Source: an optimization exercise on an open RTL-to-GDS flow (aim: small area). Production flows keep margins and buffers that such runs may drop.
Only simulation tests tie the RTL to the original design; equivalence was not proved.
Power is estimated from default activity; no workload was simulated.

==> flow/config.mk <==
export PLATFORM = sky130hd
export DESIGN_NAME = mem_app_bridge
export DESIGN_NICKNAME = mem_app_bridge
export VERILOG_FILES = /design/flow/design.v
export SDC_FILE = /design/flow/constraint.sdc
export NUM_CORES = 4
export LEC_CHECK = 0
export CAP_MARGIN = 20
export CORE_MARGIN = 2
export CORE_UTILIZATION = 55
export SLEW_MARGIN = 20
export SYNTH_HIERARCHICAL = 1
export SYNTH_MINIMUM_KEEP_SIZE = 0
==> flow/constraint.sdc <==
create_clock -name core_clock -period 7.0 [get_ports {clk_mem}]
set_input_delay 1.4000 -clock core_clock [delete_from_list [all_inputs] [get_ports {clk_mem}]]
set_output_delay 1.4000 -clock core_clock [all_outputs]
set_load 0.01 [all_outputs]
==> flow/design.v <==
package mem_app_bridge_pkg;
    localparam logic [2:0] APP_CMD_WRITE = 3'b000;
    localparam logic [2:0] APP_CMD_READ  = 3'b001;
    localparam logic [1:0] IDLE       = 2'b00;
    localparam logic [1:0] WR_COLLECT = 2'b01;
    localparam logic [1:0] WR_ISSUE   = 2'b11;
    localparam logic [1:0] RD_ACTIVE  = 2'b10;
endpackage
module fifo_sync (
    input  logic         clk,
    input  logic         wr_en,
    input  logic [3:0]   wr_row,
    input  logic [127:0] din,
    input  logic [3:0]   wload,
    input  logic [31:0]  wdin,
    input  logic [15:0]  rd_row,    
    input  logic [3:0]   rd_lane,   
    output logic [31:0]  dout,
    output logic [127:0] row0
);
    logic [127:0] mem [0:15];
    logic [127:0] nxt [0:15];
    logic [15:0]  ld, nld;      
    logic [3:0]   nld0;
    always_comb begin
        for (int r = 0; r < 16; r++) begin
            ld[r]  = wr_en && (wr_row == 4'(r));
            nld[r] = !ld[r];
        end
        for (int k = 0; k < 4; k++) nld0[k] = !(ld[0] || wload[k]);
    end
    for (genvar r = 0; r < 16; r++) begin : g_row
        for (genvar b = 0; b < 128; b++) begin : g_bit
            if (r == 0) begin : g_r0
                st_hold3 u_hold (
                    .ld_a (ld[0]),
                    .d_a  (din[b]),
                    .ld_b (wload[b / 32]),
                    .d_b  (wdin[b % 32]),
                    .nld  (nld0[b / 32]),
                    .q    (mem[0][b]),
                    .y    (nxt[0][b])
                );
            end else begin : g_rn
                st_hold u_hold (
                    .ld  (ld[r]),
                    .nld (nld[r]),
                    .d   (din[b]),
                    .q   (mem[r][b]),
                    .y   (nxt[r][b])
                );
            end
        end
    end
    always_ff @(posedge clk) begin
        for (int r = 0; r < 16; r++) mem[r] <= nxt[r];
    end
    assign row0 = mem[0];
    logic [63:0] sel;
    logic [63:0] wbit [0:31];
    always_comb
        for (int r = 0; r < 16; r++)
            for (int k = 0; k < 4; k++) begin
                sel[4*r + k] = rd_row[r] & rd_lane[k];
                for (int b = 0; b < 32; b++) wbit[b][4*r + k] = mem[r][32*k + b];
            end
    for (genvar b = 0; b < 32; b++) begin : g_out
        logic [21:0] grp_n;
        for (genvar g = 0; g < 21; g++) begin : g_grp
            rd_aoi3 u_aoi (
                .s (sel[3*g +: 3]),
                .d (wbit[b][3*g +: 3]),
                .y (grp_n[g])
            );
        end
        rd_nand2 u_nand_last (
            .s (sel[63]),
            .d (wbit[b][63]),
            .y (grp_n[21])
        );
        rd_nand22 u_nand (
            .a (grp_n),
            .y (dout[b])
        );
    end
endmodule
module rd_aoi3 (
    input  logic [2:0] s,
    input  logic [2:0] d,
    output logic       y
);
    assign y = ~|(s & d);
endmodule
module st_hold (
    input  logic ld,
    input  logic nld,
    input  logic d,
    input  logic q,
    output logic y
);
    assign y = (ld & d) | (nld & q);
endmodule
module st_hold3 (
    input  logic ld_a,
    input  logic d_a,
    input  logic ld_b,
    input  logic d_b,
    input  logic nld,
    input  logic q,
    output logic y
);
    assign y = (ld_a & d_a) | (ld_b & d_b) | (nld & q);
endmodule
module rd_nand2 (
    input  logic s,
    input  logic d,
    output logic y
);
    assign y = ~(s & d);
endmodule
module rd_nand22 (
    input  logic [21:0] a,
    output logic        y
);
    assign y = ~&a;
endmodule
module mem_app_bridge #(
    parameter int mem_width      = 32,
    parameter int app_data_width = 128,
    parameter int app_addr_width = 28,
    parameter int M_rd           = 4
) (
    input  logic                        clk_mem,
    input  logic                        reset,
    input  logic                        mem_cmd_valid,
    output logic                        mem_cmd_ready,
    input  logic [64:0]                 mem_cmd_data,
    input  logic                        mem_write_valid,
    output logic                        mem_write_ready,
    input  logic [mem_width-1:0]        mem_write_data,
    output logic                        mem_read_valid,
    input  logic                        mem_read_ready,
    output logic [mem_width-1:0]        mem_read_data,
    input  logic                        init_calib_complete,
    output logic                        app_en,
    input  logic                        app_rdy,
    output logic [2:0]                  app_cmd,
    output logic [app_addr_width-1:0]   app_addr,
    output logic [app_data_width-1:0]   app_wdf_data,
    output logic [app_data_width/8-1:0] app_wdf_mask,
    output logic                        app_wdf_wren,
    output logic                        app_wdf_end,
    input  logic                        app_wdf_rdy,
    input  logic [app_data_width-1:0]   app_rd_data,
    input  logic                        app_rd_data_valid,
    output logic                        busy
);
    logic [1:0]  state, state_n;
    logic        s_idle, s_wc, s_wi, s_rd;
    logic [31:0] left;        
    logic [3:0]  laneq;       
    logic [1:0]  lane;
    logic [15:0] rowq;        
    logic        rv;          
    logic [127:0] wbeat;      
    logic [3:0]  wload;
    logic [3:0]  wmask;       
    logic        armed;       
    logic [27:4] addr_q;
    logic        rnw_q;
    logic        en_q, wren_q;
    logic [4:0]  wp, rp;      
    logic [4:0]  occ;         
    logic        cmd_fire, wr_fire, rd_fire, step;
    logic        last_word, lane3, wr_last, beat_done;
    logic        rd_valid, rd_pop, more, rd_issue, addr_inc;
    logic [4:0]  wp_n, rp_n;
    logic [3:0]  lane_oh;
    assign s_idle = (state == mem_app_bridge_pkg::IDLE);
    assign s_wc   = (state == mem_app_bridge_pkg::WR_COLLECT);
    assign s_wi   = (state == mem_app_bridge_pkg::WR_ISSUE);
    assign s_rd   = (state == mem_app_bridge_pkg::RD_ACTIVE);
    assign mem_cmd_ready = reset && s_idle && init_calib_complete;
    assign cmd_fire      = mem_cmd_ready && mem_cmd_valid;
    assign last_word = (left == 32'd1);
    assign lane3     = laneq[3];
    assign lane      = {laneq[3] | laneq[2], laneq[3] | laneq[1]};
    assign mem_write_ready = s_wc;
    assign wr_fire   = s_wc && mem_write_valid;
    assign wr_last   = wr_fire && (lane3 || last_word);
    assign beat_done = s_wi && (!en_q || app_rdy) && (!wren_q || app_wdf_rdy);
    assign rd_valid  = rv;
    assign rd_fire   = rd_valid && mem_read_ready;
    assign rd_pop    = rd_fire && (lane3 || last_word);
    assign step      = wr_fire || rd_fire;
    assign more     = (|left[31:6]) ||
                      ((7'(left[5:0]) + 7'(lane)) > {1'b0, occ[3:0], 2'b00});
    assign rd_issue = s_rd && more && !occ[4] && (!en_q || app_rdy);
    assign addr_inc = (s_rd && en_q && app_rdy) || beat_done;
    always_comb begin
        for (int k = 0; k < 4; k++) wload[k] = wr_fire && laneq[k];
        for (int k = 0; k < 4; k++) lane_oh[k] = rv && laneq[k];
    end
    fifo_sync u_rd_buf (
        .clk     (clk_mem),
        .wr_en   (app_rd_data_valid),
        .wr_row  (wp[3:0]),
        .din     (app_rd_data),
        .rd_row  (rowq),
        .wload   (wload),
        .wdin    (mem_write_data),
        .rd_lane (lane_oh),
        .dout    (mem_read_data),
        .row0    (wbeat)
    );
    assign mem_read_valid = rd_valid;
    assign app_en       = en_q;
    assign app_cmd      = {2'b00, rnw_q};
    assign app_addr     = {addr_q, 4'b0000};
    assign app_wdf_wren = wren_q;
    assign app_wdf_end  = wren_q;
    assign busy         = !s_idle;
    always_comb begin
        for (int k = 0; k < 4; k++) begin
            app_wdf_data[32*k +: 32] = (armed && !wmask[k]) ? wbeat[32*k +: 32] : 32'd0;
            app_wdf_mask[4*k +: 4]   = {4{wmask[k]}};
        end
    end
    always_comb begin
        state_n = state;
        unique case (state)
            mem_app_bridge_pkg::IDLE:
                if (cmd_fire && mem_cmd_data[31:0] != 32'd0)
                    state_n = mem_cmd_data[64] ? mem_app_bridge_pkg::RD_ACTIVE
                                               : mem_app_bridge_pkg::WR_COLLECT;
            mem_app_bridge_pkg::WR_COLLECT:
                if (wr_last) state_n = mem_app_bridge_pkg::WR_ISSUE;
            mem_app_bridge_pkg::WR_ISSUE:
                if (beat_done)
                    state_n = (left == 32'd0) ? mem_app_bridge_pkg::IDLE
                                              : mem_app_bridge_pkg::WR_COLLECT;
            default:
                if (rd_fire && last_word) state_n = mem_app_bridge_pkg::IDLE;
        endcase
    end
    assign wp_n = wp + 5'(app_rd_data_valid);
    assign rp_n = rp + 5'(rd_pop);
    always_ff @(posedge clk_mem or negedge reset) begin
        if (!reset) begin
            state <= mem_app_bridge_pkg::IDLE;
            rv    <= 1'b0;
            rowq  <= 16'd1;
        end else begin
            state <= state_n;
            rv    <= (state_n == mem_app_bridge_pkg::RD_ACTIVE) && (wp_n != rp_n);
            if (rd_pop) rowq <= {rowq[14:0], rowq[15]};
        end
    end
    logic [31:0] left_dec, left_nx;
    logic [3:0]  lane_ld, laneq_nx;
    logic [27:4] addr_inc_v, addr_nx;
    logic        n_ctr, n_addr;
    assign left_dec   = left - 32'd1;
    assign addr_inc_v = addr_q + 24'd1;
    assign n_ctr      = !(cmd_fire || step);
    assign n_addr     = !(cmd_fire || addr_inc);
    always_comb
        for (int k = 0; k < 4; k++) lane_ld[k] = (mem_cmd_data[33:32] == 2'(k));
    for (genvar b = 0; b < 32; b++) begin : g_left
        st_hold3 u_hold (
            .ld_a (cmd_fire), .d_a (mem_cmd_data[b]),
            .ld_b (step),     .d_b (left_dec[b]),
            .nld  (n_ctr),    .q   (left[b]),
            .y    (left_nx[b])
        );
    end
    for (genvar k = 0; k < 4; k++) begin : g_lane
        st_hold3 u_hold (
            .ld_a (cmd_fire), .d_a (lane_ld[k]),
            .ld_b (step),     .d_b (laneq[(k + 3) % 4]),
            .nld  (n_ctr),    .q   (laneq[k]),
            .y    (laneq_nx[k])
        );
    end
    for (genvar b = 4; b < 28; b++) begin : g_addr
        st_hold3 u_hold (
            .ld_a (cmd_fire), .d_a (mem_cmd_data[30 + b]),
            .ld_b (addr_inc), .d_b (addr_inc_v[b]),
            .nld  (n_addr),   .q   (addr_q[b]),
            .y    (addr_nx[b])
        );
    end
    always_ff @(posedge clk_mem) begin
        left  <= left_nx;
        laneq <= laneq_nx;
    end
    always_ff @(posedge clk_mem or negedge reset) begin
        if (!reset) begin
            wmask  <= '0;
            armed  <= 1'b0;
            addr_q <= '0;
            rnw_q  <= 1'b0;
            en_q   <= 1'b0;
            wren_q <= 1'b0;
            wp     <= '0;
            rp     <= '0;
            occ    <= '0;
        end else begin
            if (cmd_fire) begin
                armed  <= 1'b1;
                rnw_q  <= mem_cmd_data[64];
            end
            addr_q <= addr_nx;
            if (cmd_fire || beat_done) wmask <= 4'hF;
            else wmask <= wmask & ~wload;
            en_q   <= wr_last || rd_issue || (en_q && !app_rdy);
            wren_q <= wr_last || (wren_q && !app_wdf_rdy);
            wp <= wp_n;
            rp <= rp_n;
            occ <= occ + 5'(rd_issue) - 5'(rd_pop);
        end
    end
endmodule
==> flow/flow/run.sh <==
#!/bin/bash
set -o pipefail
export BUFFER_PORTS_ARGS="-buffer_cell sky130_fd_sc_hd__buf_1"
export CTS_ARGS="-sink_clustering_enable -repair_clock_nets -dont_use_dummy_load -buf_list {sky130_fd_sc_hd__clkbuf_16} -sink_clustering_size 25 -sink_clustering_max_diameter 80"
bash standard.sh finish 2>&1 | tee standard_flow.log
==> flow/standard.sh <==
#!/bin/bash
# synth_recipe.tcl (not shown) runs the flow's synth.tcl, then flattens the netlist and writes it again
# the make line also repeats each setting of config.mk as NAME=value (left out here)
make -C /OpenROAD-flow-scripts/flow DESIGN_CONFIG=/design/flow/config.mk WORK_HOME=/design/flow/orfs CLKGATE_MAP_FILE= SYNTH_SCRIPT=/design/flow/synth_recipe.tcl "${@:-finish}"
==> results.py, run 1 <==
metrics = {
    "clocking": {
        "clk_latency_ns": 0.76,
        "cts_resized": 0,
        "cts_tree": "built",
        "ctsHoldBuffers": 0,
        "cts_buffers": 103,
        "path_clk_slew_ns": 0.09,
        "post_cts_buffers": 0,
        "htreeDepth": 3,
        "clock_tree.root_cell": "clkbuf_16",
        "cts_sinks": 2150,
        "clock_path_buffers": 3,
    },
    "critical_path": {
        "arrival_ns": 4.77,
        "critical_path.startpoint": "rv",
        "critical_path.max_stage_delay_ns": 0.98,
        "cp_data_required_time_ns": 5.60,
        "critPathKind": "reg -> out",
        "cpLargestDelayFamily": "simple AND/OR/NAND/NOR gates",
        "critical_path.startpoint_type": "flip-flop",
        "r2r_start": "left[9]",
        "crit_chain": "and2_1 -> and2_2 -> buf_4 -> a222oi_1 -> nand4_1 -> nor4_1 -> nand4_1 -> buf_1",
        "cp_common_cell": "nand4_1",
        "crit_fanout": 23,
        "slowest_stage": "nor4_1",
        "cp_num_buf_inv": 2,
        "crit_path_end_kind": "output port",
    },
    "timing": {
        "fin_crit_sh_pct": 88.2,
        "slew_headroom_pct": 13.1,
        "finalHoldViolCount": 0,
        "max_freq_mhz": 162,
        "totalNegativeSetupSlack_ns": 0,
        "tightestPinTransition_ns": 1.30,
        "period_needed_ns": 6.17,
        "skew_ns": 0.0523,
        "rsz0062_at_grt": "no",
        "drv_slew": 0,
        "setup_viol": 0,
    },
    "synth": {
        "ys_ff_latch": 2150,
        "synthFlopType": "dfxtp_1",
        "synth_edf_count": 0,
        "synth.area.top_cells": "dfxtp_1 (56%), a22o_1 (22%), a222oi_1 (11%), dfrtp_1 (2.2%), and2_1 (1.7%)",
        "yosysTopAreaCellShare_pct": 55.6,
        "synthCells": 5964,
        "yosysTopAreaCell": "dfxtp_1",
        "avgSynthCellArea_um2": 12.6,
        "async_flop_share_pct": 3.07,
        "yosysSeqAreaShare_pct": 57.8,
        "ys_warn_count": 14,
        "synth.distinct_cells": 52,
        "synth_common_cells": "dfxtp_1 (2084), a22o_1 (1920), a222oi_1 (860)",
        "synth_most_common_cell": "dfxtp_1",
        "synth.cell_area_um2": 75000,
    },
    "job": {
        "cap_viol_max_count": 0,
    },
    "grt": {
        "gr-usage-all-layers_pct": 43.9,
        "grt_max_degree": 129,
        "grt_overflow": 0,
        "grt_pass1_wl_mm": 453,
        "grt_pass1_vias": 62704,
        "grt_antenna_before_repair": 20,
    },
    "layout": {
        "fin_area_um2": 83300,
        "fillers": 11056,
        "drive_above_1_share_pct": 6.41,
        "area_delta_synth_final_pct": 11.0,
        "fin_nets": 6904,
    },
    "routing": {
        "drt_pass1_iterations": 11,
        "routed_wl_mm": 323,
        "vias": 67124,
        "ant_nets": 0,
        "wire_per_inst_um": 38.3,
        "drc": 0,
        "drt-initial-drc-count": 15045,
        "drt-vias-per-instance": 7.95,
    },
    "die": {
        "die_y_um": 373,
        "coreArea_um2": 135000,
        "rows": 135,
        "die_x_um": 373,
        "pin_count": 448,
        "die-area_um2": 139000,
        "start_util_pct": 55.3,
    },
    "min_path": {
        "min_from": "u_rd_buf.mem[4][46]",
        "hp-class": "reg -> reg",
    },
    "placed_design": {
        "placed_area_um2": 80500,
        "port_buffers": 435,
        "gp_congestion": 0.876,
        "dp_hpwl_mm": 186,
    },
    "pwr": {
        "power_density_nw_per_um2": 452,
        "total_leakage_power_nw": 35.5,
        "worst_ir_drop_vdd_v": 0.000235,
    },
    "run_status": {
        "status": "complete, no violations",
    },
}
metrics by stage:
stage                     util [%]  hold WS (ns)  cells  setup WS [ns]  power (mW)
after floorplan                  -         0.438   5969          0.649        27.5
after global placement        59.4         0.450   8317           1.93        30.3
after detailed placement      59.4         0.451   8319           1.93        30.7
after CTS                     61.3         0.472   8422           1.08        37.1
after global routing          61.4         0.478   8432          0.805        39.2
final                         61.5         0.475   8445          0.829        37.7
sequential cells by signal, summed over array words and instances, names as in the netlist:
| register | flops |
|---|---|
| u_rd_buf.mem | 2048 |
| rnw_q | 1 |
| state | 2 |
| rowq | 16 |
| left | 32 |
| en_q | 1 |
| wmask | 4 |
| wren_q | 1 |
| addr_q | 24 |
| occ | 5 |
| rv | 1 |
| wp | 5 |
| rp | 5 |
| laneq | 4 |
| armed | 1 |
cells by family after synthesis:
logic type	count (synthesis)	synth area share, %
buf+inv	249	1.38
simple gates	656	5.27
other cells	1	0.00500
fa+ha+maj	20	0.354
compound gates	2803	34.1
xor+xnor	69	0.806
mux	16	0.240
flops	2150	57.8
layout by cell type (no fill, tap or decap), types with 5 or more instances in the layout:
cell type,Yosys,routed
nand4_1,171,171
ha_1,18,18
a222oi_1,860,860
nor2b_1,9,5
o21ai_0,5,5
dfxtp_1,2084,2084
buf_12,0,9
clkbuf_16,0,103
and2_1,198,134
diode_2,0,16
and2_2,0,58
buf_4,21,167
nor4_1,45,45
nand2b_1,5,5
nor3_1,13,10
nand2_1,73,62
nor2_4,0,12
and4_1,34,34
dfrtp_1,65,65
mux2_1,9,9
and2_4,0,6
mux2_2,7,7
nor3_4,1,5
inv_1,206,205
xor2_1,29,29
and3_1,12,8
nand3_1,25,21
nand2_4,0,11
nor2_1,40,27
a22o_1,1920,1920
buf_1,0,428
xnor2_1,40,40
conb_1,1,6
report_power, final:
| group | internal [mW] | switching [mW] |
|---|---|---|
| Clock | 2.63 | 3.91 |
| Sequential | 18.1 | 3.57 |
| Combinational | 4.91 | 4.54 |
Yosys stat by module, one instance, submodules excluded:
module          cell area [um^2]  times used
rd_aoi3                     10.0         672
rd_nand22                   46.3          32
st_hold                     8.76        1920
st_hold3                    13.8         188
fifo_sync                  41700           1
rd_nand2                    3.75          32
mem_app_bridge              5570           1
per-layer routing:
layer  track usage [%]  part of all wire (%)  vias up
li1                  -                     -    27142
met1              57.3                    37    33199
met2              64.6                    42     5656
met3              13.3                    14     1114
met4              24.6                   6.5       13
met5             0.858                 0.070        -
final timing paths:
path | slack, ns | endpoint | cells after the start
max in group asynchronous | 5.24 | rowq[5] | 2
hold reg to reg | 0.47 | u_rd_buf.mem[4][46] | 1
setup / recovery | 0.83 | mem_read_data[25] | 8
hold / removal | 0.47 | u_rd_buf.mem[4][46] | 1
setup reg to reg | 2.75 | rv | 12
min in group asynchronous | 0.52 | addr_q[23] | 1
layout make-up:
type / count / area [um^2] / share of cell area [%]
tap: 1781 / 2230 / 2.68
sequential: 2150 / 43400 / 52.1
clock buffer: 103 / 2580 / 3.10
antenna: 16 / 40.0 / 0.0481
inverter: 206 / 773 / 0.929
multi-input combinational: 3570 / 31000 / 37.3
timing repair buffer: 619 / 3230 / 3.88
==> run 2, diff against run 1 <==
--- a/flow/config.mk
+++ b/flow/config.mk
@@ -7,7 +7,7 @@
 export LEC_CHECK = 0
 export CAP_MARGIN = 20
 export CORE_MARGIN = 2
-export CORE_UTILIZATION = 55
+export CORE_UTILIZATION = 70
 export SLEW_MARGIN = 20
 export SYNTH_HIERARCHICAL = 1
 export SYNTH_MINIMUM_KEEP_SIZE = 0
==> results.py, run 2 <==
metrics = {
    "critical_path": {
        "r2r_cells": 13,
        "rr_endpoint": "rv",
        "arrival_ns": 4.93,
        "critPathKind": "reg -> out",
        "crit_fanout": 18,
        "critical_path.startpoint_type": "flip-flop",
        "critical_path.startpoint": "rv",
        "regToRegSetupSlack_ns": 2.77,
        "crit_path_end_kind": "output port",
        "r2r_start": "left[19]",
        "cp_data_required_time_ns": 5.60,
    },
    "min_path": {
        "hp-class": "reg -> reg",
        "hold_path_end": "u_rd_buf.mem[2][119]",
        "min_from": "u_rd_buf.mem[2][119]",
        "hold_path_depth": 1,
    },
    "synth": {
        "synth_edf_count": 0,
        "synth_common_cells": "dfxtp_1 (2084), a22o_1 (1920), a222oi_1 (860)",
        "yosysTopAreaCellShare_pct": 55.6,
        "synth.distinct_cells": 52,
        "synthCells": 5964,
        "synth_most_common_cell": "dfxtp_1",
        "synth.area.top_cells": "dfxtp_1 (56%), a22o_1 (22%), a222oi_1 (11%), dfrtp_1 (2.2%), and2_1 (1.7%)",
        "ys_warn_count": 14,
        "avgSynthCellArea_um2": 12.6,
        "async_flop_share_pct": 3.07,
        "yosysSeqAreaShare_pct": 57.8,
        "ys_ff_latch": 2150,
        "synth.cell_area_um2": 75000,
        "yosysTopAreaCell": "dfxtp_1",
        "synthFlopType": "dfxtp_1",
    },
    "placed_design": {
        "port_buffers": 435,
        "dp_hpwl_mm": 173,
        "pre_cts_ws_ns": 1.92,
        "gp_congestion": 0.915,
    },
    "layout": {
        "layout_commonest_cell": "dfxtp_1",
        "largest_register_ffs": 2048,
        "regMostFlops": "u_rd_buf.mem",
        "drive_above_1_share_pct": 5.61,
        "area_delta_synth_final_pct": 9.67,
        "fin_nets": 6850,
        "final_cell_mix": "dfxtp_1 (2084), a22o_1 (1920), a222oi_1 (860), buf_1 (431), inv_1 (205)",
        "final_util_pct": 77.1,
        "largestRegisters": "u_rd_buf.mem (2048), left (32), addr_q (24)",
        "fillers": 7139,
    },
    "pwr": {
        "worst_ir_drop_vdd_v": 0.000295,
        "power_density_nw_per_um2": 458,
        "total_leakage_power_nw": 35.1,
        "power.total_mw": 37.7,
    },
    "routing": {
        "drt_pass1_iterations": 14,
        "vias": 69844,
        "drc": 0,
        "routed_wl_mm": 311,
        "wire_per_inst_um": 38.7,
        "drt-vias-per-instance": 8.70,
        "drt-initial-drc-count": 18559,
        "ant_nets": 0,
    },
    "clocking": {
        "cts_resized": 0,
        "cts_sinks": 2150,
        "htreeDepth": 3,
        "post_cts_buffers": 0,
        "clock_tree.root_cell": "clkbuf_16",
        "path_clk_slew_ns": 0.10,
        "clock_path_buffers": 3,
        "ctsHoldBuffers": 0,
        "clk_latency_ns": 0.77,
        "cts_buffers": 96,
        "cts_tree": "built",
    },
    "grt": {
        "gr-usage-all-layers_pct": 53.7,
        "grt_overflow": 0,
        "grt_antenna_before_repair": 27,
        "grt_pass1_wl_mm": 443,
        "grt_max_degree": 105,
        "grt_pass1_vias": 65910,
    },
    "die": {
        "coreArea_um2": 107000,
        "pin_count": 448,
        "die_y_um": 331,
        "die-area_um2": 110000,
        "start_util_pct": 70.3,
        "die_x_um": 331,
        "rows": 120,
    },
    "job": {
        "cap_viol_max_count": 0,
    },
    "timing": {
        "totalNegativeSetupSlack_ns": 0,
        "tightestPinTransition_ns": 1.40,
        "fin_crit_sh_pct": 90.4,
        "finalHoldViolCount": 0,
        "slew_headroom_pct": 6.34,
        "skew_ns": 0.103,
        "period_needed_ns": 6.33,
        "worst_slack_ns": 0.675,
        "max_freq_mhz": 158,
        "rsz0062_at_grt": "no",
        "drv_slew": 0,
        "timing.hold.ws_ns": 0.478,
        "setup_viol": 0,
    },
    "run_status": {
        "status": "complete, no violations",
    },
}
-- run 2: cell count changes in the layout (fill, tap and decap cells not counted), sizes merged --
cell and delta:
diode +16, clkbuf -8, buf -46
-- run 2: layout make-up --
type                            count  area (um^2)  area share (%)
Antenna cell                       32         80.1          0.0974
Clock buffer                       96         2400            2.92
Inverter                          206          773           0.940
Multi-Input combinational cell   3570        31000            37.7
Sequential cell                  2150        43400            52.7
Tap cell                         1403         1760            2.13
Timing Repair Buffer              572         2810            3.42
-- run 2: worst max-delay path by stage --
stage | slack, ns | depth (start not counted) | endpoint
CTS | 1.14 | 8 | mem_read_data[6]
detailed placement | 1.92 | 8 | mem_read_data[21]
global route | 0.90 | 8 | mem_read_data[6]
global placement | 1.94 | 8 | mem_read_data[6]
floorplan | 0.65 | 3 | u_rd_buf.mem[3][0]
finish | 0.67 | 8 | mem_read_data[6]
-- run 2: critical path: stages (launching register included) --
cell and delay, ns:
dfrtp_1 0.47, and2_1 0.41, and2_2 0.58, buf_4 0.46, a222oi_1 1.00, nand4_1 0.25, nor4_1 0.65, nand4_1 0.20
buf_1 0.17
-- run 2: per-module statistics from Yosys (local to each module, per instance) --
| module | cells inside | copies in the design | flops+latches |
|---|---|---|---|
| mem_app_bridge | 573 | 1 | 102 |
| rd_nand22 | 7 | 32 | 0 |
| st_hold | 1 | 1920 | 0 |
| rd_aoi3 | 1 | 672 | 0 |
| st_hold3 | 2 | 188 | 0 |
| rd_nand2 | 1 | 32 | 0 |
| fifo_sync | 2167 | 1 | 2048 |
-- run 2: per-layer routing --
metal / track usage (%) / wire length, um
met3: 27.0 / 58700
met4: 36.5 / 26400
met2: 73.4 / 122000
met5: 3.13 / 752
met1: 65.6 / 103000
-- run 2: kinds of logic after synthesis --
| logic type | Yosys count | share of synthesized area [%] |
|---|---|---|
| adder cells (fa/ha/maj) | 20 | 0.354 |
| XOR/XNOR | 69 | 0.806 |
| buffers and inverters | 249 | 1.38 |
| AO/OA/AOI/OAI | 2803 | 34.1 |
| AND/OR/NAND/NOR | 656 | 5.27 |
| multiplexers | 16 | 0.240 |
| flip-flops | 2150 | 57.8 |
| other | 1 | 0.00500 |
-- run 2: through the flow --
| stage | instances | cell area, um^2 |
|---|---|---|
| 4_1_cts | 7993 | 82100 |
| 3_5_place_dp | 7897 | 79700 |
| 6_report | 8029 | 82200 |
| 2_1_floorplan | 5969 | 75000 |
| 3_3_place_gp | 7894 | 79600 |
| 5_1_grt | 8008 | 82200 |
-- run 2: where the power goes --
group          internal, mW  switching [mW]  total, mW  leakage, nW
Sequential             18.1            3.69       21.8         18.3
Clock                  2.46            3.81       6.27         1.18
Combinational          4.90            4.68       9.58         15.7

==> static timing again, ports no longer ideal <==
The results above use ideal ports. As a check the final layouts listed here were re-extracted and re-timed, cells and wires unchanged.
Step 1, drivers: a clkbuf_16 drives clk_mem and a buf_2 each remaining input, both assumed.
Step 2 times the ports against the registers' clock, not the clock port: input delays grow and output delays shrink by t, the midpoint of the rising clock arrivals with the driver on.
a / b / c = no drivers / after step 1 / after step 2; a / b = the first two.
run	t, ns	setup WS [ns]	worst register clock-pin slew, ns	worst slew at a driven data input, ns
run 1	0.833	0.829 / 0.737 / 1.569	0.10 / 0.10	0.18
run 2	0.814	0.675 / 0.584 / 1.398	0.11 / 0.11	0.18
After both steps every run listed still meets setup and hold.
